Context: an optimization exercise on an open-source flow, tuned for small area, a short achievable clock period and few clock cycles per item. The choices shown serve that exercise and are no tape-out recipe. In this exercise RTL edits were held to simulation tests only and were not proved equivalent to the original. Power and IR drop assume default switching activity.

File: config.mk
export PLATFORM = sky130hd
export DESIGN_NAME = text_full_justify_top
export DESIGN_NICKNAME = text_full_justify_top
export VERILOG_FILES = /design/flow/design.v
export SDC_FILE = /design/flow/constraint.sdc
export NUM_CORES = 4
export LEC_CHECK = 0
export ABC_CLOCK_PERIOD_IN_PS = 2600
export CAP_MARGIN = 20
export CORE_MARGIN = 2
export CORE_UTILIZATION = 60
export CTS_CLUSTER_DIAMETER = 70
export CTS_CLUSTER_SIZE = 24
export SETUP_SLACK_MARGIN = 4.4
export SLEW_MARGIN = 20
File: constraint.sdc
create_clock -name core_clock -period 7.0 [get_ports {clk}]
set_input_delay 1.4000 -clock core_clock [delete_from_list [all_inputs] [get_ports {clk}]]
set_output_delay 1.4000 -clock core_clock [all_outputs]
set_load 0.01 [all_outputs]
File: design.v
`default_nettype none
package tfj_pkg;
	localparam int MAX_WIDTH = 32;
	localparam int MAX_WORDS = 16;
	localparam logic [7:0] SPACE_CHAR = 8'd32;
	localparam logic [5:0] WIDTH_RESET = 6'd16;
	typedef struct packed {
		logic take;
		logic copy;
		logic div;
		logic full;
		logic emit;
		logic line_clear;
	} tfj_cmd_t;
	typedef struct packed {
		logic tend;
		logic wl_zero;
		logic words_zero;
		logic need_break;
		logic copy_last;
		logic div_done;
		logic emit_done;
	} tfj_sts_t;
endpackage
`default_nettype wire
`default_nettype none
module tfj_ctrl (
	input  wire logic       clk,
	input  wire logic       arst_n,
	input  wire logic [5:0] w,
	input  wire logic       nl_ready,
	input  wire logic [5:0] nl_len,
	input  wire logic       nl_cut,
	input  wire logic [4:0] nl_bm1,
	input  wire logic [3:0] nl_rem,
	output logic            nl_take,
	input  wire logic       q_v,
	input  wire logic [8:0] q_data,
	output logic            rd_take,
	input  wire logic       out_ready,
	output logic            out_valid,
	output logic [7:0]      out_byte,
	output logic            out_line_last,
	output logic            out_word_cut
);
	logic       cur_q;
	logic [5:0] pos_q;    
	logic [5:0] let_q;
	logic [4:0] gap_q;
	logic [4:0] bm1_q;
	logic [3:0] rem_q;
	logic       ng_q;
	logic       cut_q;
	logic       ov_q;
	logic [7:0] ob_q;
	logic       ol_q;
	logic       oc_q;
	logic       sv_q;
	logic [7:0] sb_q;
	logic       sl_q;
	logic       sc_q;
	logic       gz_q;     
	logic       lz_q;     
	logic       lst_q;    
	logic       c_gap;
	logic       c_pad;
	logic       c_gs;
	logic       c_let;
	logic       emit;
	logic       last;
	logic [7:0] eb;
	assign c_gap = !gz_q;
	assign c_pad = gz_q && lz_q;
	assign c_gs  = !c_gap && !c_pad && q_v && q_data[8] && ng_q;
	assign c_let = !c_gap && !c_pad && q_v && !(q_data[8] && ng_q);
	assign emit  = cur_q && !sv_q && (c_gap || c_pad || q_v);
	assign last  = lst_q;
	assign eb    = c_let ? q_data[7:0] : tfj_pkg::SPACE_CHAR;
	assign rd_take = emit && c_let;
	assign nl_take = nl_ready && (!cur_q || (emit && last));
	always_ff @(posedge clk or negedge arst_n) begin
		if (!arst_n) begin
			cur_q <= 1'b0;
			pos_q <= 6'd0;
			let_q <= 6'd0;
			gap_q <= 5'd0;
			ng_q  <= 1'b0;
			gz_q  <= 1'b1;
			lz_q  <= 1'b1;
			lst_q <= 1'b1;
			ov_q  <= 1'b0;
			sv_q  <= 1'b0;
		end else begin
			if (emit) begin
				pos_q <= pos_q - 6'd1;
				lst_q <= pos_q == 6'd2;
				if (c_gap) begin
					gap_q <= gap_q - 5'd1;
					gz_q  <= gap_q == 5'd1;
				end
				if (c_gs) begin
					gap_q <= bm1_q + {4'd0, rem_q != 4'd0};
					gz_q  <= bm1_q == 5'd0 && rem_q == 4'd0;
					ng_q  <= 1'b0;
				end
				if (c_let) begin
					let_q <= let_q - 6'd1;
					lz_q  <= let_q == 6'd1;
					ng_q  <= 1'b1;
				end
				if (last) begin
					cur_q <= 1'b0;
				end
			end
			if (nl_take) begin
				cur_q <= 1'b1;
				pos_q <= w;
				lst_q <= w == 6'd1;
				let_q <= nl_len;
				lz_q  <= nl_len == 6'd0;
				gap_q <= 5'd0;
				gz_q  <= 1'b1;
				ng_q  <= 1'b0;
			end
			if (!ov_q || out_ready) begin
				ov_q <= emit || sv_q;
				sv_q <= 1'b0;
			end else if (emit) begin
				sv_q <= 1'b1;
			end
		end
	end
	always_ff @(posedge clk) begin
		if (emit && c_gs && rem_q != 4'd0) begin
			rem_q <= rem_q - 4'd1;
		end
		if (nl_take) begin
			bm1_q <= nl_bm1;
			rem_q <= nl_rem;
			cut_q <= nl_cut;
		end
		if (!ov_q || out_ready) begin
			if (sv_q) begin
				ob_q <= sb_q;
				ol_q <= sl_q;
				oc_q <= sc_q;
			end else begin
				ob_q <= eb;
				ol_q <= last;
				oc_q <= cut_q;
			end
		end
		if (emit) begin
			sb_q <= eb;
			sl_q <= last;
			sc_q <= cut_q;
		end
	end
	assign out_valid     = ov_q;
	assign out_byte      = ob_q;
	assign out_line_last = ol_q;
	assign out_word_cut  = oc_q;
endmodule
`default_nettype wire
`default_nettype none
module tfj_dp (
	input  wire logic       clk,
	input  wire logic       arst_n,
	input  wire logic       wr_en,
	input  wire logic       wr_adv,
	input  wire logic [8:0] wr_data,
	input  wire logic       rd_take,
	output logic            q_v,
	output logic [8:0]      q_data,
	output logic [6:0]      mc
);
	logic [8:0] mem [64];
	logic [3:0] wa_q;
	logic [3:0] wb_q;
	logic [3:0] wc_q;
	logic [5:0] ra_q;
	logic [6:0] mc_q;     
	logic       ne_q;     
	logic       load;
	logic [8:0] r1 [16];
	logic [8:0] r2 [4];
	logic [8:0] rd;
	always_comb begin
		for (int i = 0; i < 16; i++) begin
			r1[i] = ra_q[1] ? (ra_q[0] ? mem[4 * i + 3] : mem[4 * i + 2])
				: (ra_q[0] ? mem[4 * i + 1] : mem[4 * i]);
		end
		for (int i = 0; i < 4; i++) begin
			r2[i] = ra_q[3] ? (ra_q[2] ? r1[4 * i + 3] : r1[4 * i + 2])
				: (ra_q[2] ? r1[4 * i + 1] : r1[4 * i]);
		end
		rd = ra_q[5] ? (ra_q[4] ? r2[3] : r2[2]) : (ra_q[4] ? r2[1] : r2[0]);
	end
	assign load = (rd_take || !q_v) && ne_q;
	assign mc   = mc_q;
	always_ff @(posedge clk) begin
		for (int i = 0; i < 64; i++) begin
			if (wr_en && wa_q[i % 4] && wb_q[(i / 4) % 4] && wc_q[i / 16]) begin
				mem[i] <= wr_data;
			end
		end
		if (load) begin
			q_data <= rd;
		end
	end
	always_ff @(posedge clk or negedge arst_n) begin
		if (!arst_n) begin
			wa_q <= 4'b0001;
			wb_q <= 4'b0001;
			wc_q <= 4'b0001;
			ra_q <= 6'd0;
			mc_q <= 7'd0;
			ne_q <= 1'b0;
			q_v  <= 1'b0;
		end else begin
			if (wr_adv) begin
				wa_q <= {wa_q[2:0], wa_q[3]};
				if (wa_q[3]) begin
					wb_q <= {wb_q[2:0], wb_q[3]};
					if (wb_q[3]) begin
						wc_q <= {wc_q[2:0], wc_q[3]};
					end
				end
			end
			if (wr_adv && !load) begin
				mc_q <= mc_q + 7'd1;
			end else if (!wr_adv && load) begin
				mc_q <= mc_q - 7'd1;
			end
			ne_q <= wr_adv || (ne_q && !(mc_q == 7'd1 && load));
			if (load) begin
				ra_q <= ra_q + 6'd1;
				q_v  <= 1'b1;
			end else if (rd_take) begin
				q_v <= 1'b0;
			end
		end
	end
endmodule
`default_nettype wire
`default_nettype none
module text_full_justify_top (
	input  wire logic       clk,
	input  wire logic       arst_n,
	input  wire logic       cfg_we,
	input  wire logic [5:0] cfg_wdata,
	input  wire logic       in_valid,
	output logic            in_ready,
	input  wire logic [7:0] in_byte,
	input  wire logic       in_byte_valid,
	input  wire logic       in_word_end,
	input  wire logic       in_text_end,
	output logic            out_valid,
	input  wire logic       out_ready,
	output logic [7:0]      out_byte,
	output logic            out_line_last,
	output logic            out_word_cut
);
	logic [5:0] w_q;
	logic       rdy_q;
	logic       it_v;
	logic [7:0] it_b;
	logic       it_bv;
	logic       it_cl;
	logic       it_te;
	logic [5:0] wlc_q;    
	logic       wfull_q;  
	logic       ovf_q;    
	logic       b_v;
	logic [5:0] b_wl;
	logic       b_ovf;
	logic       b_ne;     
	logic       b_brk;    
	logic       b_tep;    
	logic [5:0] len_q;    
	logic [4:0] n_q;      
	logic       cut_q;
	logic [5:0] rp1_q;    
	logic       le_q;     
	logic       dst_q;
	logic [2:0] dcnt_q;
	logic [4:0] ds_q;
	logic [3:0] dr_q;
	logic       nl_v;
	logic [5:0] nl_len;
	logic       nl_cut;
	logic [4:0] nl_bm1;
	logic [3:0] nl_rem;
	logic       nl_take;
	logic       q_v;
	logic [8:0] q_data;
	logic       rd_take;
	logic [6:0] mc;
	logic       accept;
	logic       in_cl;
	logic       a_stall;
	logic       a_cons;
	logic       store;
	logic [5:0] wlc_new;
	logic       xfer;
	logic       ne_new;
	logic       b_fresh;
	logic [5:0] add_len;
	logic       add_cut;
	logic       div_done;
	logic       b_stall;
	logic       b_proc;
	logic       b_cons;
	logic       b_v_d;
	logic [4:0] t5;
	logic       qbit;
	logic [3:0] gaps;
	logic       it_v_nx;
	logic       cl_nx;
	logic       room;
	logic       wfull_safe;
	assign in_cl  = in_word_end | in_text_end;
	assign accept = in_valid && rdy_q;
	assign in_ready = rdy_q;
	assign a_stall = it_cl && b_v;
	assign a_cons  = it_v && !a_stall;
	assign store   = a_cons && it_bv && !wfull_q;
	assign wlc_new = wlc_q + {5'd0, it_bv && !wfull_q};
	assign xfer    = a_cons && it_cl;
	assign ne_new  = wlc_q != 6'd0 || it_bv;
	assign b_fresh  = b_brk || le_q;
	assign add_len  = (b_fresh ? 6'd0 : len_q) + b_wl;
	assign add_cut  = (b_fresh ? 1'b0 : cut_q) | b_ovf;
	assign div_done = !dst_q && dcnt_q == 3'd5;
	assign b_stall  = b_brk ? (nl_v || !div_done) : (b_tep && nl_v);
	assign b_proc   = b_v && !b_stall;
	assign b_cons   = b_proc && !(b_brk && b_tep);
	assign b_v_d    = xfer || (b_v && !b_cons);
	assign gaps = n_q[3:0] - 4'd1;
	assign t5   = {dr_q, ds_q[4]};
	assign qbit = t5 >= {1'b0, gaps};
	always_ff @(posedge clk or negedge arst_n) begin
		if (!arst_n) begin
			w_q     <= tfj_pkg::WIDTH_RESET;
			rdy_q   <= 1'b1;
			it_v    <= 1'b0;
			wlc_q   <= 6'd0;
			wfull_q <= 1'b0;
			ovf_q   <= 1'b0;
			b_v     <= 1'b0;
			len_q   <= 6'd0;
			n_q     <= 5'd0;
			cut_q   <= 1'b0;
			rp1_q   <= 6'd0;
			le_q    <= 1'b1;
			dst_q   <= 1'b0;
			dcnt_q  <= 3'd0;
			nl_v    <= 1'b0;
		end else begin
			if (cfg_we) begin
				if (cfg_wdata == 6'd0) begin
					w_q <= 6'd1;
				end else if (cfg_wdata > 6'd32) begin
					w_q <= 6'd32;
				end else begin
					w_q <= cfg_wdata;
				end
			end
			if (accept) begin
				it_v <= 1'b1;
			end else if (a_cons) begin
				it_v <= 1'b0;
			end
			if (xfer) begin
				wlc_q   <= 6'd0;
				wfull_q <= 1'b0;
				ovf_q   <= 1'b0;
			end else if (a_cons && it_bv) begin
				if (!wfull_q) begin
					wlc_q   <= wlc_new;
					wfull_q <= wlc_new == w_q;
				end else begin
					ovf_q <= 1'b1;
				end
			end
			b_v <= b_v_d;
			if (b_proc && b_ne) begin
				len_q <= add_len;
				n_q   <= (b_fresh ? 5'd0 : n_q) + 5'd1;
				le_q  <= 1'b0;
				cut_q <= add_cut;
				rp1_q <= b_fresh ? (w_q - b_wl) : (rp1_q + ~b_wl);
			end
			if (b_proc && !b_brk && b_tep) begin
				len_q <= 6'd0;
				n_q   <= 5'd0;
				le_q  <= 1'b1;
				cut_q <= 1'b0;
			end
			dst_q <= b_proc && b_ne;
			if (dst_q) begin
				dcnt_q <= 3'd0;
			end else if (dcnt_q != 3'd5) begin
				dcnt_q <= dcnt_q + 3'd1;
			end
			if (b_proc && (b_brk || b_tep)) begin
				nl_v <= 1'b1;
			end else if (nl_take) begin
				nl_v <= 1'b0;
			end
			rdy_q <= !(it_v_nx && cl_nx && b_v_d) && (room || wfull_safe);
		end
	end
	always_ff @(posedge clk) begin
		if (accept) begin
			it_b  <= in_byte;
			it_bv <= in_byte_valid;
			it_cl <= in_cl;
			it_te <= in_text_end;
		end
		if (xfer) begin
			b_wl  <= wlc_new;
			b_ovf <= ovf_q || (it_bv && wfull_q);
			b_ne  <= ne_new;
			b_brk <= ne_new && !le_q && (wlc_new >= rp1_q || n_q[4]);
			b_tep <= it_te && (ne_new || !le_q);
		end else if (b_proc && b_brk) begin
			b_wl  <= 6'd0;
			b_ovf <= 1'b0;
			b_ne  <= 1'b0;
			b_brk <= 1'b0;
		end
		if (dst_q) begin
			ds_q <= 5'(w_q - len_q);
			dr_q <= 4'd0;
		end else if (dcnt_q != 3'd5) begin
			ds_q <= {ds_q[3:0], qbit};
			dr_q <= qbit ? 4'(t5 - {1'b0, gaps}) : t5[3:0];
		end
		if (b_proc && b_brk) begin
			nl_len <= len_q;
			nl_cut <= cut_q;
			nl_bm1 <= ds_q - 5'd1;
			nl_rem <= dr_q;
		end else if (b_proc && b_tep) begin
			nl_len <= add_len;
			nl_cut <= add_cut;
			nl_bm1 <= 5'd0;
			nl_rem <= 4'd0;
		end
	end
	assign it_v_nx = accept || (it_v && !a_cons);
	assign cl_nx   = accept ? in_cl : it_cl;
	assign room    = (mc + {6'd0, q_v} + {6'd0, store}) <= 7'd63;
	assign wfull_safe = !(it_v && it_cl) && !(accept && in_cl)
		&& (wfull_q || (it_v && it_bv && wlc_q + 6'd1 == w_q));
	tfj_dp u_dp (
		.clk     (clk),
		.arst_n  (arst_n),
		.wr_en   (it_v && it_bv && !wfull_q),
		.wr_adv  (store),
		.wr_data ({wlc_q == 6'd0, it_b}),
		.rd_take (rd_take),
		.q_v     (q_v),
		.q_data  (q_data),
		.mc      (mc)
	);
	tfj_ctrl u_ctrl (
		.clk           (clk),
		.arst_n        (arst_n),
		.w             (w_q),
		.nl_ready      (nl_v),
		.nl_len        (nl_len),
		.nl_cut        (nl_cut),
		.nl_bm1        (nl_bm1),
		.nl_rem        (nl_rem),
		.nl_take       (nl_take),
		.q_v           (q_v),
		.q_data        (q_data),
		.rd_take       (rd_take),
		.out_ready     (out_ready),
		.out_valid     (out_valid),
		.out_byte      (out_byte),
		.out_line_last (out_line_last),
		.out_word_cut  (out_word_cut)
	);
endmodule
`default_nettype wire
File: run.sh
#!/bin/bash
# synth_recipe.tcl (not shown) runs the flow's synth.tcl, then flattens the netlist and writes it again
# the make line also repeats each setting of config.mk as NAME=value (left out here)
make -C /OpenROAD-flow-scripts/flow DESIGN_CONFIG=/design/flow/config.mk WORK_HOME=/design/flow/orfs CLKGATE_MAP_FILE= SYNTH_SCRIPT=/design/flow/synth_recipe.tcl finish
==> results of run 1 <==
==> cell type report <==
cell class,count,area share
inverter,59,0.006812
timing repair inverter,2,0.0003965
antenna,7,0.0005046
sequential,753,0.6374
multi-input combinational,993,0.2600
clock buffer,56,0.03402
timing repair buffer,91,0.02840
tap,680,0.02451
clock inverter,19,0.007929
==> layer usage <==
layer | track usage | share of wire | vias up | wire [um]
met2 | 0.4105 | 0.45 | 765 | 34040
met5 | 0 | 0 | - | 0
met1 | 0.4508 | 0.44 | 8885 | 33270
met4 | 0.06429 | 0.021 | 0 | 1561
li1 | - | - | 7496 | -
met3 | 0.04939 | 0.088 | 105 | 6639
==> through the flow <==
step                      cells  utilization  power [W]  worst slack [ps]  cell area [um^2]
after floorplan            1892            -   0.008701              4402             31490
after detailed placement   2539       0.6293   0.009973              3605             32480
after global placement     2539       0.6293   0.009896              3561             32480
after global routing       2653       0.6723    0.01389              4330             34700
final                      2660       0.6726    0.01331              4361             34710
after CTS                  2632       0.6644    0.01308              4334             34290
==> state kept, by name, summed over array words and instances (netlist names), 7 cells and up <==
| signal | cells |
|---|---|
| u_ctrl.sb_q | 8 |
| u_dp.q_data | 9 |
| u_dp.mem | 576 |
| it_b | 8 |
| u_ctrl.ob_q | 8 |
| u_dp.mc_q | 7 |
==> logic make-up (layout without fill, tap and decap cells) <==
logic type	after synthesis	after routing	share of synthesized area
flops	753	753	0.7032
simple gates	407	407	0.06700
compound gates	258	258	0.05304
mux	196	196	0.1132
buf+inv	146	227	0.01866
xor+xnor	73	73	0.02033
fa+ha+maj	59	59	0.02467
other cells	0	7	0
==> path summary, 6_finish.rpt <==
check                                       end    startpoint  depth (start not counted)  slack (ps)
worst max-delay path                   in_ready         rdy_q                          1        4360
worst min-delay path            u_ctrl.bm1_q[4]     nl_bm1[4]                          0         420
worst max register to register   u_dp.q_data[3]  u_dp.ra_q[2]                          6        4390
worst min register to register  u_ctrl.bm1_q[4]     nl_bm1[4]                          0         420
max in group asynchronous          u_dp.ra_q[1]        arst_n                          2        4800
min in group asynchronous          u_dp.ra_q[5]        arst_n                          1         760
==> layout by cell type, fill, tap and decap left out, types with 18 or more instances in the layout <==
master and instances:
edfxtp_1 656, mux4_2 125, nand2_1 98, dfrtp_1 76
nor2_1 71, o21ai_0 66, and2_1 57, inv_1 53
a21oi_1 53, ha_1 52, xnor2_1 49, clkbuf_16 49
mux2i_1 42, buf_4 42, and3_1 39, mux2_2 26
nor3_1 26, xor2_1 22, nand3_1 21, a22oi_1 20
clkdlybuf4s50_1 20, a22o_1 18
==> timing repair <==
item                                    CTS  global route
cloned                                    5             4
pin swaps                                 1             5
endpoints found under the setup margin  456            44
buffers inserted                         13            17
gates resized for setup                  97            35
==> power by group <==
group	switching [W]	total (W)	leakage, nW	internal [W]
Sequential	0.000400	0.00592	7.12	0.00552
Clock	0.00149	0.00287	0.704	0.00138
Combinational	0.00259	0.00453	4.04	0.00193
==> impl_metrics.py, run 1 <==
metrics = {
    "floorplan": {
        "coreArea_um2": 51610,
        "rows": 83,
        "dieHeight_um": 232.9,
        "initial_core_util": 0.6093,
        "die_w_um": 232.9,
        "dieArea_um2": 54260,
        "io_pins": 34,
    },
    "routing": {
        "drtIter0Drc": 1901,
        "vias": 17251,
        "wirelength_mm": 75.51,
        "drc": 0,
        "drt-pass1-iter-count": 6,
        "via_per_inst": 6.485,
        "wire_per_inst_um": 28.39,
        "postRouteAntennaNets": 0,
    },
    "timing": {
        "tns_ps": 0,
        "skew_ps": 19.28,
        "fin_crit_ps": 2639,
        "hold_slack_ps": 424.6,
        "fmax_ghz": 0.3790,
        "hold_viol_final": 0,
        "worst_slew_pin_slew_ps": 921.7,
        "rsz0062_at_grt": "true",
        "period_share": 0.3770,
        "drv_slew": 0,
        "setup_viol_count_final": 0,
        "slew_headroom": 0.3855,
    },
    "clock_tree": {
        "clock_path_buffers": 3,
        "htreeDepth": 2,
        "cts.sinks": 753,
        "cts-root-buf": "clkbuf_16",
        "holdBufCountCts": 0,
        "path_clk_slew_ps": 90,
        "cts_tree": "built",
        "clkLatencyLatePin_ps": 610,
        "cts_made_buffers": 42,
    },
    "layout": {
        "area.sequential_um2": 22130,
        "syn2layout_area_growth_pct": 10.39,
        "multi_input_area_um2": 9025,
        "layout.nets": 2023,
        "drive_gt1_frac": 0.1845,
        "fillers": 3474,
    },
    "global_routing": {
        "antenna_found_initial": 2,
        "overflow": 0,
        "grt_max_degree": 66,
        "grt_pass1_wl_mm": 110.5,
        "first_global_vias": 16597,
        "grt_use_total": 0.2822,
    },
    "synthesis": {
        "synthTopCellsByCount": "edfxtp_1, mux4_2, nand2_1",
        "synth_ff_type": "edfxtp_1",
        "synth-seq-cells": 753,
        "synth_cell_types": 70,
        "yosys_warnings": 6,
        "synth-async-reset-ratio": 0.1222,
        "yosysTopAreaCell": "edfxtp_1",
        "synth.avg_cell_area_um2": 16.62,
        "synth_top_area_frac": 0.6264,
        "syn-num-nets": 1973,
        "synth_edf_count": 656,
        "synthesis.area_um2": 31450,
        "synth.area.top_cells": "edfxtp_1, mux4_2, dfrtp_1",
        "yosysSeqAreaShare": 0.7032,
        "postSynthCellCount": 1892,
        "synth.most_common_cell": "edfxtp_1",
    },
    "power_and_ir_drop": {
        "p_per_area_nw_per_um2": 383.4,
        "irDropWorstVdd_uv": 287.4,
        "p_leak_nw": 11.86,
    },
    "setup_path": {
        "path_buf_inv": 1,
        "cp_data_arrival_time_ps": 1240,
        "crit_fanout": 2,
        "end_kind": "output port",
        "critical_path.top_delay_family": "flip-flops",
        "crit_chain": "buf_6",
        "critPathMaxStageDelay_ps": 540,
        "crit_type": "reg2out",
        "startpoint_type": "register",
        "crit_required_ps": 5600,
        "critical_path.slowest_cell": "dfstp_2",
    },
    "worst_hold_path": {
        "hold_path.class": "reg2reg",
    },
    "placement": {
        "port_buffers": 33,
        "dp_hpwl_mm": 45.20,
        "place_congestion": 0.8610,
    },
    "run": {
        "max_cap_violations": 0,
    },
    "status": {
        "status": "complete, no violations",
    },
}
Testbench counts, summed over its fixed seeds: cycles 14,959, bytes 14,730.
==> run 2: changes to the inputs <==
--- a/design.v
+++ b/design.v
@@ -342,7 +342,7 @@
 	always_ff @(posedge clk or negedge arst_n) begin
 		if (!arst_n) begin
 			w_q     <= tfj_pkg::WIDTH_RESET;
-			rdy_q   <= 1'b1;
+			rdy_q   <= 1'b0;
 			it_v    <= 1'b0;
 			wlc_q   <= 6'd0;
 			wfull_q <= 1'b0;
--- a/config.mk
+++ b/config.mk
@@ -5,11 +5,12 @@
 export SDC_FILE = /design/flow/constraint.sdc
 export NUM_CORES = 4
 export LEC_CHECK = 0
+export ABC_AREA = 1
 export ABC_CLOCK_PERIOD_IN_PS = 2600
 export CAP_MARGIN = 20
 export CORE_MARGIN = 2
 export CORE_UTILIZATION = 60
-export CTS_CLUSTER_DIAMETER = 70
-export CTS_CLUSTER_SIZE = 24
+export CTS_CLUSTER_DIAMETER = 100
+export CTS_CLUSTER_SIZE = 30
 export SETUP_SLACK_MARGIN = 4.4
 export SLEW_MARGIN = 20
==> run 2 against run 1 <==
Sequential power hardly changed. Maximum frequency is 0.91% higher. Total power is 1.4% higher. Clock-buffer cell count is 8 lower. Critical path depth is 5 higher. Cell area is 0.13% higher. First-iteration DRC count is 39% higher. Non-clock buffer count is 12 lower. Clock skew hardly changed. Utilization is 2.5 points lower. Worst setup slack better by 24 ps. Final cell count is 36% higher. Critical path type is now reg2reg. Largest cell class unchanged.
==> impl_metrics.py, run 2 <==
metrics = {
    "status": {
        "status": "complete, no violations",
    },
    "worst_hold_path": {
        "hold_path.class": "reg2reg",
    },
    "timing": {
        "skew_ps": 19.41,
        "period_share": 0.3736,
        "setup_ws_ps": 4385,
        "setup_viol_count_final": 0,
        "tns_ps": 0,
        "fin_crit_ps": 2615,
        "drv_slew": 0,
        "fmax_ghz": 0.3824,
        "worst_slew_pin_slew_ps": 986.5,
        "hold_slack_ps": 436.5,
        "slew_headroom": 0.3399,
        "rsz0062_at_grt": "true",
        "hold_viol_final": 0,
    },
    "clock_tree": {
        "clkLatencyLatePin_ps": 630,
        "path_clk_slew_ps": 110,
        "cts_tree": "built",
        "cts-root-buf": "clkbuf_16",
        "clock_path_buffers": 3,
        "cts.sinks": 753,
        "htreeDepth": 1,
        "holdBufCountCts": 0,
        "cts_made_buffers": 29,
    },
    "setup_path": {
        "startpoint_type": "register",
        "crit_required_ps": 7260,
        "crit_fanout": 9,
        "cp_data_arrival_time_ps": 2870,
        "end_kind": "register",
        "r2r_slack_ps": 4390,
        "crit_type": "reg2reg",
    },
    "floorplan": {
        "coreArea_um2": 53710,
        "dieArea_um2": 56190,
        "die_w_um": 237.0,
        "rows": 85,
        "initial_core_util": 0.6067,
        "dieHeight_um": 237.0,
        "io_pins": 34,
    },
    "global_routing": {
        "overflow": 0,
        "grt_pass1_wl_mm": 124.4,
        "grt_use_total": 0.2926,
        "grt_max_degree": 124,
        "antenna_found_initial": 0,
        "first_global_vias": 20630,
    },
    "power_and_ir_drop": {
        "p_per_area_nw_per_um2": 388.5,
        "irDropWorstVdd_uv": 326.4,
        "p_leak_nw": 12.46,
    },
    "synthesis": {
        "synth.avg_cell_area_um2": 11.14,
        "synth_ff_type": "edfxtp_1",
        "postSynthCellCount": 2924,
        "synth.area.top_cells": "edfxtp_1, dfrtp_1, nor2_1",
        "synthesis.area_um2": 32590,
        "synth_top_area_frac": 0.6045,
        "synth.most_common_cell": "edfxtp_1",
        "yosys_warnings": 6,
        "yosysTopAreaCell": "edfxtp_1",
        "synth_edf_count": 656,
        "syn-num-nets": 3005,
        "synth_cell_types": 43,
        "yosysSeqAreaShare": 0.6785,
        "synthTopCellsByCount": "edfxtp_1, nor2_1, nand2_1",
        "synth-seq-cells": 753,
        "synth-async-reset-ratio": 0.1222,
    },
    "routing": {
        "drtIter0Drc": 2644,
        "wire_per_inst_um": 22.93,
        "drc": 0,
        "wirelength_mm": 83.02,
        "drt-pass1-iter-count": 5,
        "postRouteAntennaNets": 0,
        "vias": 21729,
        "via_per_inst": 6.002,
    },
    "run": {
        "max_cap_violations": 0,
    },
    "placement": {
        "dp_hpwl_mm": 49.45,
        "dp_slack_ps": 3275,
        "port_buffers": 33,
        "dp.cells": 3542,
        "place_congestion": 0.8823,
    },
    "layout": {
        "mostFrequentLayoutCell": "edfxtp_1",
        "fin_util": 0.6472,
        "n_antenna_cell": 0,
        "drive_gt1_frac": 0.07798,
        "finalNonFillerCells": 3620,
        "top_regs": "u_dp.mem x576, u_dp.q_data x9",
        "fillers": 4210,
        "largest_reg_flops": 576,
        "regMostFlops": "u_dp.mem",
        "layout_common_cells": "edfxtp_1, nor2_1, nand2_1",
        "syn2layout_area_growth_pct": 6.673,
        "layout.nets": 2983,
    },
}
run 2: timing repair:
item | in CTS | in global routing
setup buffers | 5 | 16
endpoints found under the hold margin | 0 | 0
pin swaps | 0 | 6
cloned | 2 | 1
endpoints found under the setup margin | 248 | 360
resized for setup | 97 | 54
run 2: worst paths after layout:
check,startpoint,end,cells after the start
max,it_bv,u_dp.mem[6][1],6
min,nl_bm1[3],u_ctrl.bm1_q[3],0
max reg2reg,it_bv,u_dp.mem[6][1],6
min reg2reg,nl_bm1[3],u_ctrl.bm1_q[3],0
max in group asynchronous,arst_n,wfull_q,2
min in group asynchronous,arst_n,u_ctrl.gap_q[2],1
run 2: power by group:
part | internal [W] | switching (W)
clock network | 0.000817 | 0.00133
logic | 0.00169 | 0.00378
registers | 0.00554 | 0.000349
run 2: logic make-up after synthesis:
kind of cell | synth area share
flip-flops | 0.6785
buffers and inverters | 0.04224
XOR/XNOR | 0.01424
adder cells (fa/ha/maj) | 0.02381
AND/OR/NAND/NOR | 0.1530
AO/OA/AOI/OAI | 0.08820
run 2: per-layer routing:
metal | part of all wire | GRT usage | vias to the layer above | wire (um)
met2 | 0.46 | 0.4540 | 895 | 38090
met3 | 0.076 | 0.03696 | 100 | 6321
met4 | 0.022 | 0.06713 | 0 | 1817
met1 | 0.44 | 0.4471 | 10708 | 36800
li1 | - | - | 10026 | -
met5 | 0 | 0 | - | 0
run 2: worst max-delay path: stages (launching register included):
cell      delay, ps
edfxtp_1        380
nand2_1          90
nor2_1           90
inv_1           130
nor2_1          440
nand2_1         320
nor2_1          780
run 2: through the flow:
| step | area [um^2] | total power (W) |
|---|---|---|
| floorplan | 32600 | 0.009503 |
| finish | 34760 | 0.01350 |
| global placement | 33280 | 0.01097 |
| detailed placement | 33280 | 0.01108 |
| CTS | 34380 | 0.01335 |
| global route | 34760 | 0.01425 |
run 2: final cells by class:
class	count	area [um^2]	area share
timing repair inverter	1	11.26	0.0003240
tap	696	870.8	0.02505
sequential	753	22120	0.6364
multi-input combinational	1863	9375	0.2697
timing repair buffer	79	818.3	0.02354
inverter	175	711.9	0.02048
clock buffer	48	817.0	0.02350
clock inverter	5	33.78	0.0009719
Testbench counts of run 2, summed over its fixed seeds: cycles 14,959, bytes 14,730.
==> run 3: changes to the inputs <==
--- a/config.mk
+++ b/config.mk
@@ -5,7 +5,6 @@
 export SDC_FILE = /design/flow/constraint.sdc
 export NUM_CORES = 4
 export LEC_CHECK = 0
-export ABC_AREA = 1
 export ABC_CLOCK_PERIOD_IN_PS = 2600
 export CAP_MARGIN = 20
 export CORE_MARGIN = 2
==> run 3 against run 2 <==
Clock power barely moved. Worst hold slack improved by 12 ps. Cell area fell by 2.1%.
==> impl_metrics.py, run 3 <==
metrics = {
    "layout": {
        "mostFrequentLayoutCell": "edfxtp_1",
        "layout.nets": 2022,
        "top_regs": "u_dp.mem x576, u_dp.q_data x9",
        "largest_reg_flops": 576,
        "regMostFlops": "u_dp.mem",
        "n_antenna_cell": 0,
        "layout_common_cells": "edfxtp_1, mux4_2, nand2_1",
        "drive_gt1_frac": 0.1722,
        "fin_util": 0.6595,
        "syn2layout_area_growth_pct": 8.252,
    },
    "timing": {
        "worst_slew_pin_slew_ps": 1157,
        "rsz0062_at_grt": "true",
        "slew_headroom": 0.2270,
        "fmax_ghz": 0.3744,
        "fin_crit_ps": 2671,
        "setup_viol_count_final": 0,
        "period_share": 0.3816,
        "hold_slack_ps": 448.4,
        "hold_viol_final": 0,
        "tns_ps": 0,
        "skew_ps": 21.91,
        "drv_slew": 0,
    },
    "synthesis": {
        "synthTopCellsByCount": "edfxtp_1, mux4_2, nand2_1",
        "yosysSeqAreaShare": 0.7031,
        "synth-seq-cells": 753,
        "synth.area.top_cells": "edfxtp_1, mux4_2, dfrtp_1",
        "yosys_warnings": 6,
        "syn-num-nets": 1973,
        "synth.avg_cell_area_um2": 16.62,
        "synth_top_area_frac": 0.6264,
        "synth_edf_count": 656,
        "synthesis.area_um2": 31450,
        "postSynthCellCount": 1892,
        "synth.most_common_cell": "edfxtp_1",
        "synth_cell_types": 70,
        "synth_ff_type": "edfxtp_1",
        "synth-async-reset-ratio": 0.1222,
        "yosysTopAreaCell": "edfxtp_1",
    },
    "floorplan": {
        "dieArea_um2": 54260,
        "rows": 83,
        "initial_core_util": 0.6093,
        "dieHeight_um": 232.9,
        "coreArea_um2": 51610,
        "io_pins": 34,
        "die_w_um": 232.9,
    },
    "setup_path": {
        "critical_path.slowest_cell": "nor2b_1",
        "path_buf_inv": 0,
        "critical_path.top_delay_family": "simple AND/OR/NAND/NOR gates",
        "crit_type": "reg2reg",
        "end_kind": "register",
        "crit_chain": "nor2b_1, a22o_1, a2111oi_1, nor3_1, o211ai_1, a211oi_1",
        "crit_required_ps": 7470,
        "critPathMaxStageDelay_ps": 920,
        "crit_fanout": 13,
        "cp_data_arrival_time_ps": 3140,
        "startpoint_type": "register",
    },
    "routing": {
        "via_per_inst": 6.491,
        "wire_per_inst_um": 27.85,
        "vias": 17155,
        "wirelength_mm": 73.60,
        "drtIter0Drc": 1879,
        "drt-pass1-iter-count": 5,
        "drc": 0,
        "postRouteAntennaNets": 0,
    },
    "power_and_ir_drop": {
        "power.switching_w": 0.004229,
        "p_per_area_nw_per_um2": 365.6,
        "clock_power_share": 0.171,
        "swShare": 0.3398,
        "p_leak_nw": 11.57,
        "p_int_w": 0.008216,
        "p_seq_frac": 0.474,
        "irDropWorstVdd_uv": 230.3,
        "power.total_w": 0.01245,
        "p_comb_frac": 0.355,
    },
    "placement": {
        "port_buffers": 33,
        "place_congestion": 0.8871,
        "dp_hpwl_mm": 45.94,
    },
    "run": {
        "max_cap_violations": 0,
    },
    "clock_tree": {
        "htreeDepth": 1,
        "path_clk_slew_ps": 120,
        "clkLatencyLatePin_ps": 630,
        "cts_made_buffers": 29,
        "holdBufCountCts": 0,
        "cts-root-buf": "clkbuf_16",
        "cts.sinks": 753,
        "clock_path_buffers": 3,
        "cts_tree": "built",
    },
    "global_routing": {
        "grt_max_degree": 66,
        "antenna_found_initial": 0,
        "first_global_vias": 16409,
        "use_met2": 0.3978,
        "met3_usage": 0.05944,
        "grt-busiest-layer": "met1",
        "overflow": 0,
        "grt_use_met1": 0.4251,
        "grt_use_total": 0.2728,
        "grt_pass1_wl_mm": 106.8,
    },
    "status": {
        "status": "complete, no violations",
    },
    "worst_hold_path": {
        "hold_path.class": "reg2reg",
    },
}
==> run 3: final cells by class <==
type                    count  area [um^2]
flip-flops and latches    753        22130
fillers                  3462        17570
multi-input cells         993         9014
repair buffers            103        950.9
well taps                 680        850.8
clock buffers              50        814.5
inverters                  59        236.5
clock inverters             3        32.53
repair inverters            2        13.76
==> run 3: stage by stage <==
step	cells	setup WS, ps	instance area, um^2
floorplan	1892	4402	31490
global placement	2543	3537	32480
detailed placement	2543	3544	32480
CTS	2617	4173	33610
global route	2643	4267	34040
finish	2643	4329	34040
==> run 3: power groups by stage <==
| stage | clock [W] | sequential (W) | combinational, W |
|---|---|---|---|
| global route | 0.00229 | 0.00594 | 0.00477 |
| CTS | 0.00215 | 0.00590 | 0.00415 |
| finish | 0.00212 | 0.00590 | 0.00442 |
| detailed placement | 0 | 0.00609 | 0.00389 |
| floorplan | 0 | 0.00588 | 0.00282 |
| global placement | 0 | 0.00607 | 0.00383 |
==> run 3: worst register-to-register path: stages (launching register included) <==
cell       delay [ps]
dfrtp_4           610
nor2b_1           930
a22o_1            290
a2111oi_1          60
nor3_1            220
o211ai_1          160
a211oi_1          250
==> run 3: path summary, 6_finish.rpt <==
kind	start	slack [ps]	depth (start not counted)	endpoint
min	nl_bm1[2]	450	0	u_ctrl.bm1_q[2]
max in group asynchronous	arst_n	4960	2	wfull_q
max	u_dp.ra_q[3]	4330	6	u_dp.q_data[8]
max reg2reg	u_dp.ra_q[3]	4330	6	u_dp.q_data[8]
min in group asynchronous	arst_n	720	1	u_dp.ra_q[3]
min reg2reg	nl_bm1[2]	450	0	u_ctrl.bm1_q[2]
==> run 3: logic make-up (layout without fill, tap and decap cells) <==
family                   Yosys count  after routing  share of synthesized area
multiplexers                     196            196                     0.1132
AND/OR/NAND/NOR                  407            407                    0.06700
buffers and inverters            146            217                    0.01866
adder cells (fa/ha/maj)           59             59                    0.02467
AO/OA/AOI/OAI                    258            258                    0.05304
flip-flops                       753            753                     0.7031
XOR/XNOR                          73             73                    0.02033
==> run 3: timing repair <==
| action | in CTS | in global routing |
|---|---|---|
| pin swaps | 2 | 4 |
| gates resized for setup | 93 | 40 |
| hold endpoints to repair | 0 | 0 |
| cloned | 2 | 2 |
| setup buffers | 19 | 24 |
| setup endpoints to repair | 389 | 30 |
==> run 3: routing by layer <==
metal,share of wire,vias to the layer above,routed length [um]
met5,0,-,0
met4,0.025,0,1858
met3,0.086,94,6324
met2,0.45,666,32900
met1,0.44,8953,32510
li1,-,7442,-
==> run 4: changes to the inputs <==
--- a/config.mk
+++ b/config.mk
@@ -8,7 +8,7 @@
 export ABC_CLOCK_PERIOD_IN_PS = 2600
 export CAP_MARGIN = 20
 export CORE_MARGIN = 2
-export CORE_UTILIZATION = 60
+export CORE_UTILIZATION = 70
 export CTS_CLUSTER_DIAMETER = 100
 export CTS_CLUSTER_SIZE = 30
 export SETUP_SLACK_MARGIN = 4.4
==> run 4 against run 3 <==
Cell area is 0.48% lower. Clock-buffer cell count is 2 higher. Largest power group unchanged. Largest cell class unchanged. Clock power hardly changed. Critical endpoint is now in_ready. Highest routed layer is now met5. Via count is 1.9% higher.
==> impl_metrics.py, run 4 <==
metrics = {
    "floorplan": {
        "initial_core_util": 0.7096,
        "coreArea_um2": 44320,
        "dieArea_um2": 46630,
        "io_pins": 34,
        "die_w_um": 216.0,
        "rows": 77,
        "dieHeight_um": 216.0,
    },
    "synthesis": {
        "postSynthCellCount": 1892,
        "synth.area.top_cells": "edfxtp_1, mux4_2, dfrtp_1",
        "synth-async-reset-ratio": 0.1222,
        "synthTopCellsByCount": "edfxtp_1, mux4_2, nand2_1",
        "synth_ff_type": "edfxtp_1",
        "yosysTopAreaCell": "edfxtp_1",
        "synth.most_common_cell": "edfxtp_1",
        "synth-seq-cells": 753,
        "synthesis.area_um2": 31450,
        "synth_cell_types": 70,
        "synth_top_area_frac": 0.6264,
        "synth.avg_cell_area_um2": 16.62,
        "synth_edf_count": 656,
        "yosys_warnings": 6,
        "syn-num-nets": 1973,
        "yosysSeqAreaShare": 0.7031,
    },
    "layout": {
        "layout.nets": 2013,
        "largest_reg_flops": 576,
        "syn2layout_area_growth_pct": 7.735,
        "mostFrequentLayoutCell": "edfxtp_1",
        "drive_gt1_frac": 0.1652,
        "finalNonFillerCells": 2548,
        "layout_common_cells": "edfxtp_1, mux4_2, nand2_1",
        "top_regs": "u_dp.mem x576, u_dp.q_data x9",
        "regMostFlops": "u_dp.mem",
    },
    "setup_path": {
        "critical_path.top_delay_family": "flip-flops",
        "crit_required_ps": 5600,
        "startpoint_type": "register",
        "path_buf_inv": 1,
        "crit_type": "reg2out",
        "critPathMaxStageDelay_ps": 390,
        "cp_data_arrival_time_ps": 1160,
        "end_kind": "output port",
        "crit_fanout": 2,
        "critical_path.slowest_cell": "dfrtp_1",
        "r2r_slack_ps": 4440,
        "crit_chain": "buf_2",
    },
    "placement": {
        "dp.cells": 2455,
        "place_congestion": 0.9233,
        "port_buffers": 33,
        "dp_hpwl_mm": 44.83,
    },
    "timing": {
        "hold_slack_ps": 431.4,
        "hold_viol_final": 0,
        "rsz0062_at_grt": "true",
        "slew_headroom": 0.4583,
        "worst_slew_pin_slew_ps": 809.6,
        "fmax_ghz": 0.3905,
        "setup_viol_count_final": 0,
        "drv_slew": 0,
        "period_share": 0.3658,
        "tns_ps": 0,
        "skew_ps": 46.72,
        "fin_crit_ps": 2561,
    },
    "global_routing": {
        "grt_pass1_wl_mm": 108.9,
        "grt_max_degree": 78,
        "first_global_vias": 16976,
        "grt_use_total": 0.3155,
        "antenna_found_initial": 4,
        "overflow": 0,
    },
    "status": {
        "status": "complete, no violations",
    },
    "clock_tree": {
        "cts-root-buf": "clkbuf_16",
        "cts.sinks": 753,
        "htreeDepth": 1,
        "path_clk_slew_ps": 110,
        "holdBufCountCts": 0,
        "clock_path_buffers": 3,
        "clkLatencyLatePin_ps": 650,
        "cts_made_buffers": 29,
        "cts_tree": "built",
    },
    "routing": {
        "wire_per_inst_um": 28.41,
        "postRouteAntennaNets": 0,
        "wirelength_mm": 72.39,
        "via_per_inst": 6.861,
        "vias": 17483,
        "drtIter0Drc": 2361,
        "drc": 0,
        "drt-pass1-iter-count": 6,
    },
    "power_and_ir_drop": {
        "p_leak_nw": 11.54,
        "p_per_area_nw_per_um2": 367.1,
        "irDropWorstVdd_uv": 272.5,
    },
    "worst_hold_path": {
        "hold_path.class": "reg2reg",
    },
    "run": {
        "max_cap_violations": 0,
    },
}
==> run 4: cell counts after synthesis <==
No cell type changed its count.
==> run 4: layout make-up <==
class                      count  area (um^2)
antenna                        1        2.502
clock buffer                  52        812.0
clock inverter                 2        38.79
fill                        2557        10440
inverter                      59        237.7
multi-input combinational    993         8975
sequential                   753        22130
tap                          592        740.7
timing repair buffer          94        930.9
timing repair inverter         2        13.76
==> run 4: repair_timing <==
| item | in CTS | in global routing |
|---|---|---|
| pin swaps | 3 | 3 |
| buffers inserted | 13 | 19 |
| cloned | 4 | 2 |
| endpoints found under the setup margin | 495 | 37 |
| gates resized for setup | 87 | 41 |
==> run 4: final timing paths <==
kind / start / end / cells after the start
min reg2reg: nl_bm1[2] / u_ctrl.bm1_q[2] / 0
max: rdy_q / in_ready / 1
max in group asynchronous: arst_n / u_dp.ra_q[1] / 2
min in group asynchronous: arst_n / u_dp.wc_q[2] / 1
min: nl_bm1[2] / u_ctrl.bm1_q[2] / 0
max reg2reg: it_bv / u_dp.mem[55][5] / 5
==> run 4: cells by family after synthesis <==
family,after synthesis,share of synthesized area
flip-flops,753,0.7031
AND/OR/NAND/NOR,407,0.06700
AO/OA/AOI/OAI,258,0.05304
multiplexers,196,0.1132
buffers and inverters,146,0.01866
XOR/XNOR,73,0.02033
adder cells (fa/ha/maj),59,0.02467
==> run 4: power by group <==
part	internal [W]	leakage [nW]	switching [W]
clock network	0.000808	0.400	0.00130
logic	0.00188	4.03	0.00256
registers	0.00551	7.12	0.000375
==> run 4: per-stage QoR <==
step | setup WS, ps | cell area, um^2 | total power, W | utilization
2_1_floorplan | 4402 | 31490 | 0.008699 | -
3_3_place_gp | 3597 | 32390 | 0.009852 | 0.7308
3_5_place_dp | 3439 | 32390 | 0.009965 | 0.7308
4_1_cts | 4373 | 33520 | 0.01221 | 0.7564
5_1_grt | 4330 | 33880 | 0.01294 | 0.7644
6_report | 4439 | 33880 | 0.01244 | 0.7645
==> run 4: layer usage <==
metal,part of all wire,track usage,routed length [um]
met1,0.41,0.4975,29840
met2,0.46,0.4725,33220
met3,0.10,0.06145,7598
met4,0.023,0.06530,1687
met5,0.00057,0,41
==> run 5: changes to the inputs <==
--- a/design.v
+++ b/design.v
@@ -342,7 +342,7 @@
 	always_ff @(posedge clk or negedge arst_n) begin
 		if (!arst_n) begin
 			w_q     <= tfj_pkg::WIDTH_RESET;
-			rdy_q   <= 1'b0;
+			rdy_q   <= 1'b1;
 			it_v    <= 1'b0;
 			wlc_q   <= 6'd0;
 			wfull_q <= 1'b0;
--- a/config.mk
+++ b/config.mk
@@ -8,7 +8,7 @@
 export ABC_CLOCK_PERIOD_IN_PS = 2600
 export CAP_MARGIN = 20
 export CORE_MARGIN = 2
-export CORE_UTILIZATION = 70
+export CORE_UTILIZATION = 60
 export CTS_CLUSTER_DIAMETER = 100
 export CTS_CLUSTER_SIZE = 30
 export SETUP_SLACK_MARGIN = 4.4
==> run 5 against run 4 <==
Clock power is 7% higher. Utilization fell by 10 points. Global-route usage down 3.6 points. Highest routed layer is now met4. Synthesized cell count unchanged. Register-to-register slack got worse by 40 ps. Sequential cell count unchanged. Final cell count rose by 3.8%. Non-clock buffer count is 1 higher. Total power rose by 2.1%. Critical path depth did not move.
==> impl_metrics.py, run 5 <==
metrics = {
    "setup_path": {
        "endpoint": "in_ready",
        "startpoint": "rdy_q",
        "end_kind": "output port",
        "critPathMaxStageDelay_ps": 550,
        "path_buf_inv": 1,
        "regToRegEndpoint": "u_dp.q_data[6]",
        "crit_type": "reg2out",
        "cp_data_arrival_time_ps": 1300,
        "reg2reg_from": "u_dp.ra_q[0]",
        "crit_fanout": 2,
        "startpoint_type": "register",
        "path_depth": 1,
        "critical_path.slowest_cell": "dfstp_2",
        "crit_chain": "buf_6",
        "ff2ff_path_depth": 7,
        "crit_required_ps": 5600,
        "critical_path.top_delay_family": "flip-flops",
        "r2r_slack_ps": 4400,
    },
    "synthesis": {
        "synth_ff_type": "edfxtp_1",
        "yosys_warnings": 6,
        "syn-num-nets": 1973,
        "synth.most_common_cell": "edfxtp_1",
        "yosysTopAreaCell": "edfxtp_1",
        "synthesis.area_um2": 31450,
        "yosysSeqAreaShare": 0.7032,
        "synth.avg_cell_area_um2": 16.62,
        "synth-async-reset-ratio": 0.1222,
        "synth-seq-cells": 753,
        "postSynthCellCount": 1892,
        "synth_edf_count": 656,
        "synth_top_area_frac": 0.6264,
        "synth_cell_types": 70,
        "synthTopCellsByCount": "edfxtp_1, mux4_2, nand2_1",
        "synth.area.top_cells": "edfxtp_1, mux4_2, dfrtp_1",
    },
    "timing": {
        "setup_ws_ps": 4303,
        "slew_headroom": 0.3848,
        "skew_ps": 32.43,
        "tns_ps": 0,
        "period_share": 0.3853,
        "rsz0062_at_grt": "true",
        "drv_slew": 0,
        "fin_crit_ps": 2697,
        "setup_viol_count_final": 0,
        "fmax_ghz": 0.3707,
        "worst_slew_pin_slew_ps": 922.8,
        "hold_viol_final": 0,
    },
    "clock_tree": {
        "cts-root-buf": "clkbuf_16",
        "cts_tree": "built",
        "htreeDepth": 1,
        "cts.sinks": 753,
        "path_clk_slew_ps": 110,
        "clock_path_buffers": 3,
        "clkLatencyLatePin_ps": 650,
        "cts_made_buffers": 31,
    },
    "global_routing": {
        "first_global_vias": 16454,
        "grt_max_degree": 66,
        "grt_pass1_wl_mm": 109.8,
        "grt_use_total": 0.2793,
        "antenna_found_initial": 3,
        "overflow": 0,
    },
    "floorplan": {
        "rows": 83,
        "io_pins": 34,
        "die_w_um": 232.9,
        "dieArea_um2": 54260,
        "initial_core_util": 0.6093,
        "coreArea_um2": 51610,
        "dieHeight_um": 232.9,
    },
    "placement": {
        "dp_hpwl_mm": 45.20,
        "port_buffers": 33,
        "place_congestion": 0.8610,
        "dp_slack_ps": 3605,
        "dp.cells": 2539,
    },
    "layout": {
        "fillers": 3539,
        "drive_gt1_frac": 0.1735,
        "finalNonFillerCells": 2644,
        "syn2layout_area_growth_pct": 8.777,
        "layout_common_cells": "edfxtp_1, mux4_2, nand2_1",
        "top_regs": "u_dp.mem x576, u_dp.q_data x9",
        "regMostFlops": "u_dp.mem",
        "mostFrequentLayoutCell": "edfxtp_1",
        "largest_reg_flops": 576,
        "layout.nets": 2016,
    },
    "power_and_ir_drop": {
        "clock_power_share": 0.177,
        "p_int_w": 0.008345,
        "swShare": 0.3429,
        "power.switching_w": 0.004355,
        "irDropWorstVdd_uv": 282.6,
        "p_seq_frac": 0.466,
        "p_comb_frac": 0.357,
        "p_leak_nw": 11.65,
        "p_per_area_nw_per_um2": 371.3,
    },
    "run": {
        "max_cap_violations": 0,
    },
    "routing": {
        "vias": 17149,
        "drt-pass1-iter-count": 7,
        "wire_per_inst_um": 28.37,
        "drtIter0Drc": 2062,
        "drc": 0,
        "via_per_inst": 6.486,
        "wirelength_mm": 75.02,
        "postRouteAntennaNets": 0,
    },
    "worst_hold_path": {
        "hold_path.class": "reg2reg",
    },
    "status": {
        "status": "complete, no violations",
    },
}
[run 5: worst min-delay path by stage]
| stage | slack, ps | cells past startpoint | to | startpoint |
|---|---|---|---|---|
| after floorplan | 400 | 1 | u_ctrl.lz_q | nl_len[3] |
| after global placement | 410 | 0 | u_ctrl.bm1_q[2] | nl_bm1[2] |
| after detailed placement | 400 | 0 | u_ctrl.bm1_q[4] | nl_bm1[4] |
| after CTS | 430 | 0 | u_ctrl.bm1_q[1] | nl_bm1[1] |
| after global routing | 440 | 0 | u_ctrl.bm1_q[1] | nl_bm1[1] |
| final | 430 | 0 | u_ctrl.bm1_q[1] | nl_bm1[1] |
[run 5: metrics by stage]
| step | power (W) | area (um^2) | util | hold WS, ps |
|---|---|---|---|---|
| 4_1_cts | 0.01246 | 33810 | 0.6551 | 429.6 |
| 3_3_place_gp | 0.009896 | 32480 | 0.6293 | 406.3 |
| 5_1_grt | 0.01326 | 34200 | 0.6626 | 438.1 |
| 2_1_floorplan | 0.008701 | 31490 | - | 399.4 |
| 3_5_place_dp | 0.009973 | 32480 | 0.6293 | 404.5 |
| 6_report | 0.01270 | 34210 | 0.6628 | 429.7 |
[run 5: power by group through the flow]
stage / registers [W] / logic, W / clock network [W]
3_5_place_dp: 0.00608 / 0.00389 / 0
2_1_floorplan: 0.00588 / 0.00282 / 0
6_report: 0.00592 / 0.00453 / 0.00225
5_1_grt: 0.00596 / 0.00487 / 0.00242
4_1_cts: 0.00593 / 0.00426 / 0.00227
3_3_place_gp: 0.00606 / 0.00383 / 0
[run 5: final cells by class]
cell class	count	area [um^2]	share of cell area
Antenna cell	4	10.01	0.0002926
Clock buffer	47	835.8	0.02443
Clock inverter	11	115.1	0.003365
Inverter	59	236.5	0.006913
Multi-Input combinational cell	993	8960	0.2619
Sequential cell	753	22130	0.6469
Tap cell	680	850.8	0.02487
Timing Repair Buffer	95	1056	0.03087
Timing Repair inverter	2	13.76	0.0004023
[run 5: per-layer routing]
layer | vias up | wire length (um) | share of wire | track usage
met3 | 92 | 6306 | 0.084 | 0.04890
met1 | 8872 | 33460 | 0.45 | 0.4444
met4 | 0 | 1492 | 0.020 | 0.05792
li1 | 7451 | - | - | -
met2 | 734 | 33760 | 0.45 | 0.4108
met5 | - | 0 | 0 | 0
[run 5: repair_timing]
item,CTS,global route
cloned,6,4
setup endpoints to repair,456,47
buffers inserted,15,18
resized for setup,91,30
pin swaps,1,2
hold buffers,0,0
hold endpoints to repair,0,0
[run 5: logic make-up (layout without fill, tap and decap cells)]
group	after synthesis	in the layout	share of synthesized area
AO/OA/AOI/OAI	258	258	0.05304
AND/OR/NAND/NOR	407	407	0.06700
flip-flops	753	753	0.7032
other	0	4	0
multiplexers	196	196	0.1132
adder cells (fa/ha/maj)	59	59	0.02467
buffers and inverters	146	214	0.01866
XOR/XNOR	73	73	0.02033
Testbench counts of run 5, summed over its fixed seeds: cycles 14,959, bytes 14,730.
==> run 6: changes to the inputs <==
--- a/design.v
+++ b/design.v
@@ -342,7 +342,7 @@
 	always_ff @(posedge clk or negedge arst_n) begin
 		if (!arst_n) begin
 			w_q     <= tfj_pkg::WIDTH_RESET;
-			rdy_q   <= 1'b1;
+			rdy_q   <= 1'b0;
 			it_v    <= 1'b0;
 			wlc_q   <= 6'd0;
 			wfull_q <= 1'b0;
--- a/config.mk
+++ b/config.mk
@@ -8,8 +8,8 @@
 export ABC_CLOCK_PERIOD_IN_PS = 2600
 export CAP_MARGIN = 20
 export CORE_MARGIN = 2
-export CORE_UTILIZATION = 60
-export CTS_CLUSTER_DIAMETER = 100
+export CORE_UTILIZATION = 70
+export CTS_CLUSTER_DIAMETER = 60
 export CTS_CLUSTER_SIZE = 30
-export SETUP_SLACK_MARGIN = 4.4
+export SETUP_SLACK_MARGIN = 4.5
 export SLEW_MARGIN = 20
==> run 6 against run 5 <==
Clock skew down 10 ps. Cell area rose by 1.9%. Critical path type is now reg2reg. Highest routed layer is now met5. Non-clock buffer count grew 10.
==> impl_metrics.py, run 6 <==
metrics = {
    "status": {
        "status": "complete, no violations",
    },
    "floorplan": {
        "die_w_um": 216.0,
        "io_pins": 34,
        "initial_core_util": 0.7096,
        "dieHeight_um": 216.0,
        "rows": 77,
        "coreArea_um2": 44320,
        "dieArea_um2": 46630,
    },
    "synthesis": {
        "synth_cell_types": 70,
        "synthTopCellsByCount": "edfxtp_1, mux4_2, nand2_1",
        "synth_top_area_frac": 0.6264,
        "synth.area.top_cells": "edfxtp_1, mux4_2, dfrtp_1",
        "synth.most_common_cell": "edfxtp_1",
        "yosysSeqAreaShare": 0.7031,
        "synth-seq-cells": 753,
        "synth_ff_type": "edfxtp_1",
        "synthesis.area_um2": 31450,
        "synth-async-reset-ratio": 0.1222,
        "postSynthCellCount": 1892,
        "yosys_warnings": 6,
        "synth_edf_count": 656,
        "synth.avg_cell_area_um2": 16.62,
        "yosysTopAreaCell": "edfxtp_1",
        "syn-num-nets": 1973,
    },
    "setup_path": {
        "crit_type": "reg2reg",
        "crit_fanout": 28,
        "r2r_slack_ps": 4380,
        "crit_required_ps": 7360,
        "startpoint_type": "register",
        "ff2ff_path_depth": 5,
        "end_kind": "register",
        "cp_data_arrival_time_ps": 2980,
        "reg2reg_from": "u_dp.ra_q[4]",
        "regToRegEndpoint": "u_dp.q_data[0]",
    },
    "power_and_ir_drop": {
        "p_per_area_nw_per_um2": 388.6,
        "p_seq_frac": 0.438,
        "p_comb_frac": 0.341,
        "power.switching_w": 0.004618,
        "p_int_w": 0.008923,
        "irDropWorstVdd_uv": 469.0,
        "swShare": 0.3411,
        "clock_power_share": 0.222,
        "p_leak_nw": 11.99,
    },
    "run": {
        "max_cap_violations": 0,
    },
    "layout": {
        "top_regs": "u_dp.mem x576, u_dp.q_data x9",
        "finalNonFillerCells": 2583,
        "final_area_um2": 34840,
        "layout_common_cells": "edfxtp_1, mux4_2, nand2_1",
        "syn2layout_area_growth_pct": 10.81,
        "fillers": 2406,
        "regMostFlops": "u_dp.mem",
        "drive_gt1_frac": 0.1984,
        "largest_reg_flops": 576,
        "layout.nets": 2038,
        "n_antenna_cell": 0,
        "mostFrequentLayoutCell": "edfxtp_1",
    },
    "timing": {
        "fmax_ghz": 0.3816,
        "fin_crit_ps": 2621,
        "skew_ps": 21.95,
        "hold_viol_final": 0,
        "setup_ws_ps": 4379,
        "setup_viol_count_final": 0,
        "period_share": 0.3744,
        "hold_slack_ps": 416.1,
        "tns_ps": 0,
        "drv_slew": 0,
        "rsz0062_at_grt": "true",
        "slew_headroom": 0.4487,
        "worst_slew_pin_slew_ps": 826.9,
    },
    "routing": {
        "wire_per_inst_um": 29.29,
        "drc": 0,
        "via_per_inst": 6.914,
        "postRouteAntennaNets": 0,
        "drtIter0Drc": 2373,
        "wirelength_mm": 75.66,
        "drt-pass1-iter-count": 5,
        "vias": 17859,
    },
    "clock_tree": {
        "clkLatencyLatePin_ps": 610,
        "cts-root-buf": "clkbuf_16",
        "cts.sinks": 753,
        "clock_path_buffers": 3,
        "htreeDepth": 2,
        "path_clk_slew_ps": 100,
        "cts_tree": "built",
        "cts_made_buffers": 43,
    },
    "worst_hold_path": {
        "whs_endpoint": "u_ctrl.bm1_q[1]",
        "worstHoldPathCells": 0,
        "worstHoldStart": "nl_bm1[1]",
        "hold_path.class": "reg2reg",
    },
    "placement": {
        "port_buffers": 33,
        "place_congestion": 0.9204,
        "dpl_cell_area_um2": 32440,
        "dp.cells": 2456,
        "dp_slack_ps": 3540,
        "dp_hpwl_mm": 44.95,
    },
    "global_routing": {
        "grt_use_total": 0.3267,
        "first_global_vias": 17240,
        "grt_pass1_wl_mm": 110.4,
        "overflow": 0,
        "grt_max_degree": 75,
        "antenna_found_initial": 2,
    },
}
[run 6: cell count changes in the layout (fill, tap and decap cells not counted), moves of 3 or more]
| cell | before | now |
|---|---|---|
| inv_6 | 4 | 8 |
| bufinv_16 | 0 | 4 |
| buf_4 | 45 | 53 |
| clkbuf_16 | 35 | 47 |
| clkinv_8 | 1 | 5 |
| diode_2 | 4 | 0 |
| inv_12 | 2 | 6 |
| nor2_2 | 2 | 6 |
| clkinv_4 | 3 | 0 |
| clkbuf_1 | 16 | 2 |
| nor2_1 | 71 | 66 |
| inv_8 | 1 | 5 |
[run 6: through the flow]
| step | power, W | util |
|---|---|---|
| after CTS | 0.01322 | 0.7762 |
| final | 0.01354 | 0.7863 |
| after detailed placement | 0.009959 | 0.7320 |
| after floorplan | 0.008711 | - |
| after global routing | 0.01408 | 0.7863 |
| after global placement | 0.009852 | 0.7320 |
[run 6: area by class of cell]
| class | count | area, um^2 | area share |
|---|---|---|---|
| clock inverters | 32 | 454.2 | 0.01303 |
| clock buffers | 47 | 1134 | 0.03253 |
| flip-flops and latches | 753 | 22130 | 0.6351 |
| repair buffers | 105 | 1082 | 0.03106 |
| multi-input cells | 993 | 9054 | 0.2598 |
| well taps | 592 | 740.7 | 0.02126 |
| repair inverters | 2 | 13.76 | 0.0003950 |
| inverters | 59 | 235.2 | 0.006751 |
[run 6: layer usage]
layer  routed length, um  up-vias  global-route usage
met2               34970     1147              0.4930
met5                  25        -                   0
li1                    -     7510                   -
met1               29350     9029              0.4737
met4                2059        4             0.08105
met3                9251      169              0.1064
[run 6: kinds of logic (layout without fill, tap and decap cells)]
kind of cell             Yosys count  in the layout  synth area share
AND/OR/NAND/NOR                  407            407           0.06700
buffers and inverters            146            245           0.01866
multiplexers                     196            196            0.1132
AO/OA/AOI/OAI                    258            258           0.05304
adder cells (fa/ha/maj)           59             59           0.02467
XOR/XNOR                          73             73           0.02033
flip-flops                       753            753            0.7031
[run 6: how the worst max path moves through the flow]
| stage | cells past startpoint | startpoint | end | slack (ps) |
|---|---|---|---|---|
| after floorplan | 13 | u_ctrl.lz_q | u_dp.mc_q[5] | 4460 |
| after global placement | 7 | u_dp.ra_q[0] | u_dp.q_data[8] | 3680 |
| after detailed placement | 7 | u_dp.ra_q[0] | u_dp.q_data[8] | 3540 |
| after CTS | 7 | u_dp.ra_q[0] | u_dp.q_data[8] | 4280 |
| after global routing | 6 | u_dp.ra_q[0] | u_dp.q_data[8] | 4400 |
| final | 5 | u_dp.ra_q[4] | u_dp.q_data[0] | 4380 |
[run 6: critical path: stages (launching register included)]
cell and delay (ps):
dfrtp_1 400, buf_4 430, clkinv_2 360, or3_1 540, o22ai_1 470, o41ai_1 130
[run 6: repair_timing]
item,CTS,global route
resized for setup,98,45
setup buffers,14,26
gates cloned,6,2
setup endpoints to repair,509,36
pin swaps,2,7
hold buffers,0,0
[run 6: power groups by stage]
stage / combinational (W) / clock [W] / sequential, W
2_1_floorplan: 0.00283 / 0 / 0.00588
3_3_place_gp: 0.00382 / 0 / 0.00603
3_5_place_dp: 0.00391 / 0 / 0.00605
4_1_cts: 0.00429 / 0.00302 / 0.00590
5_1_grt: 0.00493 / 0.00318 / 0.00597
6_report: 0.00461 / 0.00300 / 0.00592
Testbench counts of run 6, summed over its fixed seeds: cycles 14,959, bytes 14,730.
==> run 7: changes to the inputs <==
--- a/config.mk
+++ b/config.mk
@@ -8,8 +8,8 @@
 export ABC_CLOCK_PERIOD_IN_PS = 2600
 export CAP_MARGIN = 20
 export CORE_MARGIN = 2
-export CORE_UTILIZATION = 70
-export CTS_CLUSTER_DIAMETER = 60
-export CTS_CLUSTER_SIZE = 30
+export CORE_UTILIZATION = 78
+export CTS_CLUSTER_DIAMETER = 70
+export CTS_CLUSTER_SIZE = 24
 export SETUP_SLACK_MARGIN = 4.5
 export SLEW_MARGIN = 20
==> run 7 against run 6 <==
Still clean. Wire length increased by 15%. Critical path depth increased by 2. Global-route usage increased by 6.6 points. Worst hold slack got worse by 1.6 ps. Via count increased by 7.6%. Non-clock buffer count decreased by 1. Synthesized area unchanged. Utilization increased by 8.6 points. Clock power decreased by 13%. Clock-buffer cell count increased by 10. Largest cell class unchanged.
==> impl_metrics.py, run 7 <==
metrics = {
    "global_routing": {
        "antenna_found_initial": 2,
        "first_global_vias": 18294,
        "overflow": 0,
        "grt_use_total": 0.3932,
        "grt_max_degree": 66,
        "grt_pass1_wl_mm": 117.3,
    },
    "timing": {
        "slew_headroom": 0.3597,
        "skew_ps": 25.75,
        "fmax_ghz": 0.3776,
        "hold_viol_final": 0,
        "fin_crit_ps": 2648,
        "setup_viol_count_final": 0,
        "rsz0062_at_grt": "true",
        "period_share": 0.3783,
        "tns_ps": 0,
        "worst_slew_pin_slew_ps": 960.5,
        "drv_slew": 0,
    },
    "layout": {
        "fin_util": 0.8718,
        "largest_reg_flops": 576,
        "regMostFlops": "u_dp.mem",
        "layout_common_cells": "edfxtp_1, mux4_2, nand2_1",
        "layout.nets": 2034,
    },
    "clock_tree": {
        "clock_path_buffers": 3,
        "holdBufCountCts": 0,
        "cts-root-buf": "clkbuf_16",
        "cts_made_buffers": 39,
        "path_clk_slew_ps": 100,
        "htreeDepth": 2,
        "cts.sinks": 753,
    },
    "floorplan": {
        "coreArea_um2": 39730,
        "dieArea_um2": 41940,
        "initial_core_util": 0.7915,
        "die_w_um": 204.8,
    },
    "synthesis": {
        "synthesis.area_um2": 31450,
        "synth.mux.area_fraction": 0.1132,
        "yosys_warnings": 6,
        "synth_ff_type": "edfxtp_1",
        "synth_cell_types": 70,
        "synthTopCellsByCount": "edfxtp_1, mux4_2, nand2_1",
        "yosysSeqAreaShare": 0.7031,
        "synth_top_family_by_area": "multiplexers",
        "synth-seq-cells": 753,
        "synth.most_common_cell": "edfxtp_1",
        "synth-async-reset-ratio": 0.1222,
        "yosys.area_share.xor_xnor": 0.02033,
    },
    "placement": {
        "place_congestion": 0.8692,
        "dp_hpwl_mm": 45.16,
        "port_buffers": 33,
    },
    "routing": {
        "postRouteAntennaNets": 0,
        "via_per_inst": 7.653,
        "wirelength_mm": 86.66,
        "wire_per_inst_um": 34.53,
        "drtIter0Drc": 3472,
        "drt-pass1-iter-count": 6,
    },
    "power_and_ir_drop": {
        "p_comb_frac": 0.365,
        "p_leak_nw": 11.86,
        "clock_power_share": 0.194,
        "p_per_area_nw_per_um2": 389.2,
        "swShare": 0.3507,
        "p_seq_frac": 0.441,
    },
    "worst_hold_path": {
        "hold_path.class": "reg2reg",
    },
    "setup_path": {
        "path_buf_inv": 1,
        "crit_fanout": 28,
        "cp_data_arrival_time_ps": 3000,
        "critPathMaxStageDelay_ps": 660,
        "startpoint_type": "register",
        "crit_chain": "buf_6, mux2i_2, and3_1, a211oi_1, a21oi_1, a21oi_1, o211a_1",
        "end_kind": "register",
        "crit_required_ps": 7360,
    },
    "status": {
        "status": "complete, no violations",
    },
    "run": {
        "max_cap_violations": 0,
    },
}
## run 7: cell count changes in the layout (fill, tap and decap cells not counted), moves of 5 or more
cell and change:
a22oi_1 -7, inv_6 -7, inv_12 -6, a22oi_2 +7, clkbuf_1 +12, diode_2 +7
buf_4 -5
## run 7: final timing paths
path	slack, ps	cells past startpoint	endpoint	startpoint
max in group asynchronous	4920	2	u_dp.q_v	arst_n
min in group asynchronous	770	1	u_ctrl.gap_q[1]	arst_n
hold / removal	410	0	u_ctrl.bm1_q[2]	nl_bm1[2]
setup / recovery	4350	7	u_dp.q_data[7]	u_dp.ra_q[2]
hold reg to reg	410	0	u_ctrl.bm1_q[2]	nl_bm1[2]
setup reg to reg	4350	7	u_dp.q_data[7]	u_dp.ra_q[2]
## run 7: power by group through the flow
stage | sequential (W) | combinational (W) | clock [W]
after floorplan | 0.00588 | 0.00283 | 0
after global placement | 0.00607 | 0.00367 | 0
after detailed placement | 0.00610 | 0.00379 | 0
after CTS | 0.00593 | 0.00438 | 0.00255
after global routing | 0.00597 | 0.00515 | 0.00271
final | 0.00594 | 0.00492 | 0.00262
## run 7: cells by family (layout without fill, tap and decap cells)
kind of cell,after synthesis,after routing
AO/OA/AOI/OAI,258,258
AND/OR/NAND/NOR,407,408
other,0,7
XOR/XNOR,73,73
adder cells (fa/ha/maj),59,59
buffers and inverters,146,231
flip-flops,753,753
multiplexers,196,196
## run 7: worst register-to-register path, cell delays in order (launching register included)
cell	delay [ps]
dfrtp_4	660
buf_6	380
mux2i_2	460
and3_1	230
a211oi_1	50
a21oi_1	250
a21oi_1	100
o211a_1	250
## run 7: through the flow
step           setup slack, ps  instances  hold WS (ps)  cell area [um^2]  power (W)
2_1_floorplan             4456       1892         399.4             31520   0.008711
3_3_place_gp              3526       2384         405.6             32310   0.009739
3_5_place_dp              3389       2384         404.5             32310   0.009896
4_1_cts                   4389       2478         419.1             34130    0.01285
5_1_grt                   4313       2503         434.9             34620    0.01383
6_report                  4352       2510         414.5             34640    0.01348
## run 7: layer usage
| layer | vias to the layer above | track usage | share of wire |
|---|---|---|---|
| li1 | 7470 | - | - |
| met1 | 9535 | 0.5522 | 0.33 |
| met2 | 1845 | 0.5998 | 0.48 |
| met3 | 355 | 0.1047 | 0.15 |
| met4 | 4 | 0.1646 | 0.048 |
| met5 | - | 0 | 0.0011 |
## run 7: layout make-up
class                   instances  area [um^2]
flip-flops and latches        753        22130
multi-input cells             994         9223
fillers                      1513         5092
repair buffers                104         1151
clock buffers                  57         1106
well taps                     525        656.9
inverters                      59        236.5
clock inverters                 9        101.3
diodes                          7        17.52
repair inverters                2        13.76
## run 7: repair_timing
| action | in CTS | in global routing |
|---|---|---|
| pin swaps | 5 | 13 |
| gates cloned | 6 | 3 |
| endpoints found under the setup margin | 646 | 64 |
| setup buffers | 22 | 21 |
| resized for setup | 122 | 52 |

Setup slack of run 7, layout unchanged: 4.352 ns with ideal ports, 4.352 ns with driving cells assumed (clock clkbuf_16, inputs buf_2), 4.289 ns with port delays also shifted by the 0.663 ns mid clock arrival.
